From an optimization exercise on the open Yosys and OpenROAD flow, aimed at small area, a short achievable clock period and few clock cycles per item; shortcuts taken in it are not production practice.
Where RTL was checked, it was by simulation tests only, not by an equivalence proof against the original.
No activity file was given, so power comes from the tool's default toggle rates. The flow treats the clock pin as an ideal source, which a real chip does not have.

## mining_job_tag_result_matcher_core
module mining_job_tag_result_matcher_core #(
  parameter int JOB_SLOTS = 128
) (
  input  logic                              clk,
  input  logic                              rst,
  input  logic                              in_valid,
  output logic                              in_ready,
  input  logic                              action,
  input  logic [31:0]                       job_version,
  input  logic                              nonce_resp,
  input  logic [31:0]                       frame_word,
  input  logic [7:0]                        frame_addr_byte,
  input  logic [7:0]                        frame_tag_byte,
  input  logic [15:0]                       frame_version,
  output logic                              out_valid,
  input  logic                              out_ready,
  output logic [mjtm_pkg::STATUS_W-1:0]     status,
  output logic [mjtm_pkg::TAG_W-1:0]        tag,
  output logic [mjtm_pkg::CHIP_W-1:0]       chip_index,
  output logic [mjtm_pkg::KIND_W-1:0]       register_kind,
  output logic [31:0]                       data_word,
  output logic [31:0]                       full_version,
  input  logic                              psel,
  input  logic                              penable,
  input  logic                              pwrite,
  input  logic [mjtm_pkg::PADDR_W-1:0]      paddr,
  input  logic [31:0]                       pwdata,
  output logic [31:0]                       prdata,
  output logic                              pready
);
  function automatic logic [7:0] add8(input logic [7:0] t, input logic [7:0] x,
                                      input logic ci);
    logic [7:0] p, g, gg, pp;
    p  = t ^ x;
    g  = t & x;
    gg = g;
    pp = p;
    gg[0] = g[0] | (p[0] & ci);
    for (int d = 1; d < 8; d = d * 2) begin
      for (int i = 7; i >= d; i--) begin
        gg[i] = gg[i] | (pp[i] & gg[i-d]);
        pp[i] = pp[i] & pp[i-d];
      end
    end
    add8 = p ^ {gg[6:0], ci};
  endfunction
  function automatic logic [7:0] add8x3(input logic [7:0] t, input logic [7:0] x,
                                        input logic [7:0] y);
  ...
Settings: LEC_CHECK=0, ABC_CLOCK_PERIOD_IN_PS=2000, CAP_MARGIN=20, CORE_MARGIN=2, CORE_UTILIZATION=65, SETUP_SLACK_MARGIN=1.9, SLEW_MARGIN=20, TNS_END_PERCENT=5; clock period 4.0 ns.
run.sh (not shown) runs the stock make flow with config.mk's settings and CLKGATE_MAP_FILE= SYNTH_SCRIPT=/design/flow/synth_recipe.tcl, a recipe that flattens the netlist after the stock synthesis.
Then changed:
CORE_UTILIZATION = 40   (was 65)
TNS_END_PERCENT = unset   (was 5)
Effect: Final area went up by a little under a tenth; clock power rose by a little under a tenth; die area is higher by well over a third; count of clock-buffer cells in the layout rises by 8; power went up by a few percent; non-clock buffer count increases by 69; register-to-register slack improved by 0.19 ns; via count is lower by a few percent; routed wire length came out higher by a few percent; worst setup slack improves by 0.19 ns.
Then changed:
CORE_UTILIZATION = 65   (was 40)
SETUP_SLACK_MARGIN = unset   (was 1.9)
Clock-buffer cell count drops by 13. Non-clock buffer count went down by 206. Synthesized area stays the same. Power goes down by 4.9%. Core utilization rose by 23 points. Flip-flop and latch count is unchanged. Global-route usage climbs by 11 points. Wire length came out lower by 18%. Register-to-register slack is worse by 0.62 ns.
Function was not checked in any run of this note: the RTL went through the layout flow alone.

---

Another version of the RTL of mining_job_tag_result_matcher_core (not shown whole).
Size in the first run: about 2400 cells after synthesis, ~830 flip-flops, ~260 I/O pins, ~34000 sq um of cells after synthesis.
export LEC_CHECK = 0
export ABC_CLOCK_PERIOD_IN_PS = 2000
export CAP_MARGIN = 20
export CORE_MARGIN = 2
export CORE_UTILIZATION = 65
export CTS_CLUSTER_DIAMETER = 100
export CTS_CLUSTER_SIZE = 30
export SETUP_SLACK_MARGIN = 2.1
export SLEW_MARGIN = 20
export TNS_END_PERCENT = 20
create_clock -name core_clock -period 4.0 [get_ports {clk}]
standard.sh (not shown) runs the stock make flow with config.mk's settings and CLKGATE_MAP_FILE= SYNTH_SCRIPT=/design/flow/synth_recipe.tcl, a recipe that flattens the netlist after the stock synthesis.
==> flow/flow/run.sh <==
#!/bin/bash
# Standard synthesis, then the standard layout with port buffers of
# sky130_fd_sc_hd__buf_2 and no dummy loads in the clock tree.
set -euo pipefail
bash standard.sh synth > synth.log 2>&1
bash standard.sh \
  "BUFFER_PORTS_ARGS=-buffer_cell sky130_fd_sc_hd__buf_2" \
  "CTS_ARGS=-sink_clustering_enable -repair_clock_nets -dont_use_dummy_load -sink_clustering_size 30 -sink_clustering_max_diameter 100" \
  finish > layout.log 2>&1
Testbench counts at the start, summed over its fixed seeds: cycles 3,224, items 3,200.
Then changed:
--- a/flow/config.mk
+++ b/flow/config.mk
@@ -13,3 +13,3 @@
 export CTS_CLUSTER_SIZE = 30
-export SETUP_SLACK_MARGIN = 2.1
+export SETUP_SLACK_MARGIN = 1.95
 export SLEW_MARGIN = 20
Core utilization went down by 1.6 points.
Combinational power fell by a few percent.
Clock-buffer cell count does not change.
Clock power barely changes.

---

== run A ==
mining_job_tag_result_matcher_core, a different RTL version from the one above (not shown whole).
Size in the first run: roughly 1600 cells after synthesis, roughly 710 flip-flops, about 260 I/O pins, roughly 0.029 mm² of cells after synthesis.
clock: 4.0 ns
lec_check: 0
abc_clock_period_in_ps: 2000
cap_margin: 20
core_margin: 2
core_utilization: 40
setup_slack_margin: 1.9
slew_margin: 20
run.sh (not shown) runs the stock make flow with config.mk's settings and CLKGATE_MAP_FILE= SYNTH_SCRIPT=/design/flow/synth_recipe.tcl, a recipe that flattens the netlist after the stock synthesis.
Stock flow here: none of the scripts above is used.
Every stage of the flow completed for run A, and the final layout passed the timing, design-rule and antenna checks.
Relative to run A, the following input files were edited for run B:
- SETUP_SLACK_MARGIN: 1.9 -> unset
- ABC_CLOCK_PERIOD_IN_PS: 2000 -> unset
Run A → run B: clock share of power down 0.9 points; count of clock-buffer cells in the layout has increased; final critical-path required period higher; global-route usage down 1.2 points. The capturing element of the worst setup path comes out chip_index[1]$_SDFFCE_PN0N_ in one run and chip_index[0]$_SDFFCE_PN0N_ in the other, namely in run B and run A respectively.
No functional check of the RTL was part of any run of this note.

---

== job 3330 ==
Another version of the RTL of mining_job_tag_result_matcher_core (not shown whole).
For scale: roughly 830 flip-flops, roughly 260 I/O pins.
## mining_job_tag_result_matcher_core
module mining_job_tag_result_matcher_core #(
  parameter int JOB_SLOTS = 128
) (
  input  logic                              clk,
  input  logic                              rst,
  input  logic                              in_valid,
  output logic                              in_ready,
  input  logic                              action,
  input  logic [31:0]                       job_version,
  input  logic                              nonce_resp,
  input  logic [31:0]                       frame_word,
  input  logic [7:0]                        frame_addr_byte,
  input  logic [7:0]                        frame_tag_byte,
  input  logic [15:0]                       frame_version,
  output logic                              out_valid,
  input  logic                              out_ready,
  output logic [mjtm_pkg::STATUS_W-1:0]     status,
  output logic [mjtm_pkg::TAG_W-1:0]        tag,
  output logic [mjtm_pkg::CHIP_W-1:0]       chip_index,
  output logic [mjtm_pkg::KIND_W-1:0]       register_kind,
  output logic [31:0]                       data_word,
  output logic [31:0]                       full_version,
  input  logic                              psel,
  input  logic                              penable,
  input  logic                              pwrite,
  input  logic [mjtm_pkg::PADDR_W-1:0]      paddr,
  input  logic [31:0]                       pwdata,
  output logic [31:0]                       prdata,
  output logic                              pready
);
==> flow/config.mk <==
export PLATFORM = sky130hd
export DESIGN_NAME = mining_job_tag_result_matcher_core
export DESIGN_NICKNAME = mining_job_tag_result_matcher_core
export VERILOG_FILES = /design/flow/design.v
export SDC_FILE = /design/flow/constraint.sdc
export NUM_CORES = 4
export LEC_CHECK = 0
export CAP_MARGIN = 20
export CORE_MARGIN = 2
export CORE_UTILIZATION = 65
export CTS_CLUSTER_DIAMETER = 100
export CTS_CLUSTER_SIZE = 30
export SETUP_SLACK_MARGIN = 1.95
export SLEW_MARGIN = 20
export TNS_END_PERCENT = 20
==> flow/constraint.sdc <==
create_clock -name core_clock -period 4.0 [get_ports {clk}]
set_input_delay 0.8000 -clock core_clock [delete_from_list [all_inputs] [get_ports {clk}]]
set_output_delay 0.8000 -clock core_clock [all_outputs]
set_load 0.01 [all_outputs]
standard.sh (not shown) runs the stock make flow with config.mk's settings and CLKGATE_MAP_FILE= SYNTH_SCRIPT=/design/flow/synth_recipe.tcl, a recipe that flattens the netlist after the stock synthesis.
Scripts as last shown in full above: flow/flow/run.sh
Testbench counts of job 3330, summed over its fixed seeds: cycles 3,224, items 3,200.
[inputs] job 4182 vs job 3330
Settings: TNS_END_PERCENT now 100, was 20; ABC_CLOCK_PERIOD_IN_PS now 2000, previously not set.
Notes after the runs:
- Job 4182 went all the way through synthesis, placement and routing and the layout is clean on timing, DRC and antenna.
- Diff job 3330 -> job 4182 | count of buffers not belonging to the clock network in the layout | increase of about 5%
- Job 4182 vs job 3330 — number of clock-tree buffers in the layout dropped by a little under 10%
- The final routed wire length divided by cell count of job 4182 is higher than that of job 3330.
- Where clock skew is concerned, job 3330 is outperformed by job 4182.
- Against job 3330, job 4182 comes in about 5% lower on fmax.
- Compared with job 3330, job 4182 degrades register-to-register slack.
- The timing startpoint of the critical path comes out s1_rh[0] in one run and sf[0] in the other, namely in job 4182 and job 3330 respectively.
- Comparing job 3330 and job 4182, the lower part of the power in the clock network was measured on job 4182.
Input changes introduced in job 6602 (baseline for comparison: job 4182):
Settings: ABC_CLOCK_PERIOD_IN_PS: 2000 -> 1200; TNS_END_PERCENT: 100 -> 20.
As far as inverter count of the layout excluding clock inverters goes, job 6602 and job 4182 are indistinguishable; the numbers are identical.
Comparing job 4182 and job 6602, the higher area growth from synthesis to final layout was measured on job 4182.
Cell count (higher): job 4182
In the reports for job 4182 and job 6602, the larger count of clock-buffer cells in the layout belongs to job 6602.
Job 6602 vs. job 4182: multi-input gate share of total cell area decreased 0.70 points, share of total power in combinational logic decreased 0.6 points, total power increased 100 uW, sequential cell power essentially unchanged, met2 wirelength from detailed routing decreased about 1.4%.
Job 6602: total detailed-routing wirelength 1.7% below job 4182
The inputs of job 1680 differ from those of job 6602 as listed below.
Settings: ABC_CLOCK_PERIOD_IN_PS now 2000, was 1200.
Results
- In summary, job 1680 completed successfully, with a layout that passed the timing, design-rule and antenna checks.
- The first-pass GRT wire length on job 1680 is in line with that on job 6602.
- The via count on job 6602 is in line with that on job 1680.
- There was hardly any difference in core utilization between job 6602 and job 1680.
- Post-synthesis cell count came out exactly the same in job 6602 and job 1680.
- Post-route worst setup slack came out exactly the same in job 6602 and job 1680.
- Reported for job 6602 and job 1680, wire length turned out identical to the last digit.
- Area after synthesis: job 1680 vs job 6602 identical
- As far as synthesis-to-finish area growth goes, job 1680 and job 6602 are indistinguishable; the numbers are identical.
- On die area, job 6602 and job 1680 are basically level.
- Re average wire per cell in the routed design: no difference whatsoever between job 1680 and job 6602.

---

== the baseline ==
Another version of the RTL of mining_job_tag_result_matcher_core (not shown whole).
For scale: roughly 2000 cells after synthesis.
export LEC_CHECK = 0
export ABC_CLOCK_PERIOD_IN_PS = 1800
export CAP_MARGIN = 20
export CORE_MARGIN = 2
export CORE_UTILIZATION = 40
export SETUP_SLACK_MARGIN = 2.1
export SLEW_MARGIN = 20
create_clock -name core_clock -period 4.0 [get_ports {clk}]
run.sh (not shown) runs the stock make flow with config.mk's settings and CLKGATE_MAP_FILE= SYNTH_SCRIPT=/design/flow/synth_recipe.tcl, a recipe that flattens the netlist after the stock synthesis.
Stock flow here: none of the scripts above is used.
The baseline ran to completion and came out clean on the timing, design-rule and antenna checks.
diff inputs: the baseline => the candidate
Settings: changing ABC_CLOCK_PERIOD_IN_PS from 1800 to 2000; changing SETUP_SLACK_MARGIN from 2.1 to 1.9.
The candidate finished all stages; the layout is clean. When the final numbers for the candidate and the baseline were put side by side, the routing usage on met2 turned out to be greater in the baseline. The baseline → the candidate: max-slew headroom at the worst pin lower, final area -2.8%, total wire length decreased by 7.3% relative to the old numbers, synthesized cell area neither gained nor lost much, achievable clock frequency went up. The sequential cell area share in the candidate was higher than what the baseline gave. The clock power in the candidate sits about 0.8% below the value recorded for the baseline. Area growth from synthesis to final layout down 3.8 points in the candidate wrt the baseline.
No functional check of the RTL was part of any run of this note.

---

Another version of the RTL of mining_job_tag_result_matcher_core (not shown whole).
Size in the first run: roughly 2500 cells after synthesis, about 880 flip-flops, ~260 I/O pins, roughly 0.036 sq mm of cells after synthesis.
export LEC_CHECK = 0
export ABC_CLOCK_PERIOD_IN_PS = 2000
export CAP_MARGIN = 20
export CORE_MARGIN = 2
export CORE_UTILIZATION = 65
export CTS_CLUSTER_DIAMETER = 100
export CTS_CLUSTER_SIZE = 30
export SETUP_SLACK_MARGIN = 1.95
export SLEW_MARGIN = 20
export TNS_END_PERCENT = 20
create_clock -name core_clock -period 4.0 [get_ports {clk}]
standard.sh (not shown) runs the stock make flow with config.mk's settings and CLKGATE_MAP_FILE= SYNTH_SCRIPT=/design/flow/synth_recipe.tcl, a recipe that flattens the netlist after the stock synthesis.
Scripts as last shown in full above: flow/flow/run.sh
The baseline completed without violations.
Testbench counts at the start, summed over its fixed seeds: cycles 3,232, items 3,200.
==> next run, changes <==
==> flow/run.sh (new file) <==
#!/bin/bash
# synth_recipe.tcl (not shown) runs the flow's synth.tcl, then flattens the netlist and writes it again
# the make line also repeats each setting of config.mk as NAME=value (left out here)
make -C /OpenROAD-flow-scripts/flow DESIGN_CONFIG=/design/flow/config.mk WORK_HOME=/design/flow/orfs CLKGATE_MAP_FILE= SYNTH_SCRIPT=/design/flow/synth_recipe.tcl finish
removed: flow/flow/run.sh
removed: flow/standard.sh
Register-to-register slack hardly moves.
Combinational power rises by about 7%.
Final cell count goes up by 0.40%.
Power came out higher by 1.9%.
Setup slack degrades by 0.023 ns.
Synthesized area is unchanged.
Via count came out higher by 1.3%.
Utilization grows by 2.0 points.
Sequential share of layout area came out lower by 1.7 points.
Fmax fell by 1.0%.
Critical path depth fell by 3.

static timing again, ports no longer ideal:
How much do the figures lean on ideal ports? The routed layouts below were timed once more, with nothing changed but the port constraints. Step 1 assumes that a clkbuf_16 drives the clock port and a buf_2 every other input. Step 2, shift: input delay + t, output delay - t, t = (earliest + latest rising clock arrival at the registers) / 2. This alone moves slack from input paths to output paths. Three values: no drivers, after step 1, after step 2; two values: the first two.
run | t, ns | slack for setup (ns) | worst setup path after step 2 | latest minus earliest clock arrival (ns) | worst register clock-pin slew, ns
the first run of note 1 | 0.690 | 1.441 / 1.441 / 1.009 | input to register | 0.034 / 0.034 | 0.07 / 0.07
the second run of note 1 | 0.701 | 1.632 / 1.632 / 1.110 | input to register | 0.048 / 0.049 | 0.07 / 0.07
the third run of note 1 | 0.661 | 0.690 / 0.631 / 0.259 | input to register | 0.026 / 0.027 | 0.06 / 0.06
the first run of note 2 | 0.696 | 1.795 / 1.795 / 1.300 | input to register | 0.055 / 0.055 | 0.12 / 0.12
the second run of note 2 | 0.697 | 1.811 / 1.811 / 1.232 | input to register | 0.053 / 0.052 | 0.12 / 0.12
run A | 0.677 | 0.632 / 0.632 / 0.087 | input to register | 0.017 / 0.017 | 0.07 / 0.07
run B | 0.678 | 0.270 / 0.270 / -0.337 | input to register | 0.028 / 0.028 | 0.06 / 0.06
job 3330 | 0.626 | 1.842 / 1.838 / 1.265 | input to register | 0.078 / 0.078 | 0.12 / 0.12
job 4182 | 0.685 | 1.731 / 1.731 / 1.330 | input to register | 0.044 / 0.044 | 0.12 / 0.12
job 6602 | 0.626 | 1.842 / 1.838 / 1.265 | input to register | 0.078 / 0.078 | 0.12 / 0.12
job 1680 | 0.626 | 1.842 / 1.838 / 1.265 | input to register | 0.078 / 0.078 | 0.12 / 0.12
the baseline | 0.695 | 1.601 / 1.601 / 1.074 | input to register | 0.047 / 0.047 | 0.07 / 0.07
the candidate | 0.678 | 1.621 / 1.621 / 1.122 | input to register | 0.039 / 0.039 | 0.07 / 0.07
the first run of note 6 | 0.645 | 1.772 / 1.729 / 1.332 | input to register | 0.084 / 0.084 | 0.12 / 0.12
the second run of note 6 | 0.665 | 1.749 / 1.687 / 1.164 | input to register | 0.030 / 0.030 | 0.12 / 0.12
With both steps, setup timing fails in run B, where it was met with ideal ports. The setup slack of run B, which loses most, moves by 0.000 ns with the drivers and by -0.607 ns with both steps.
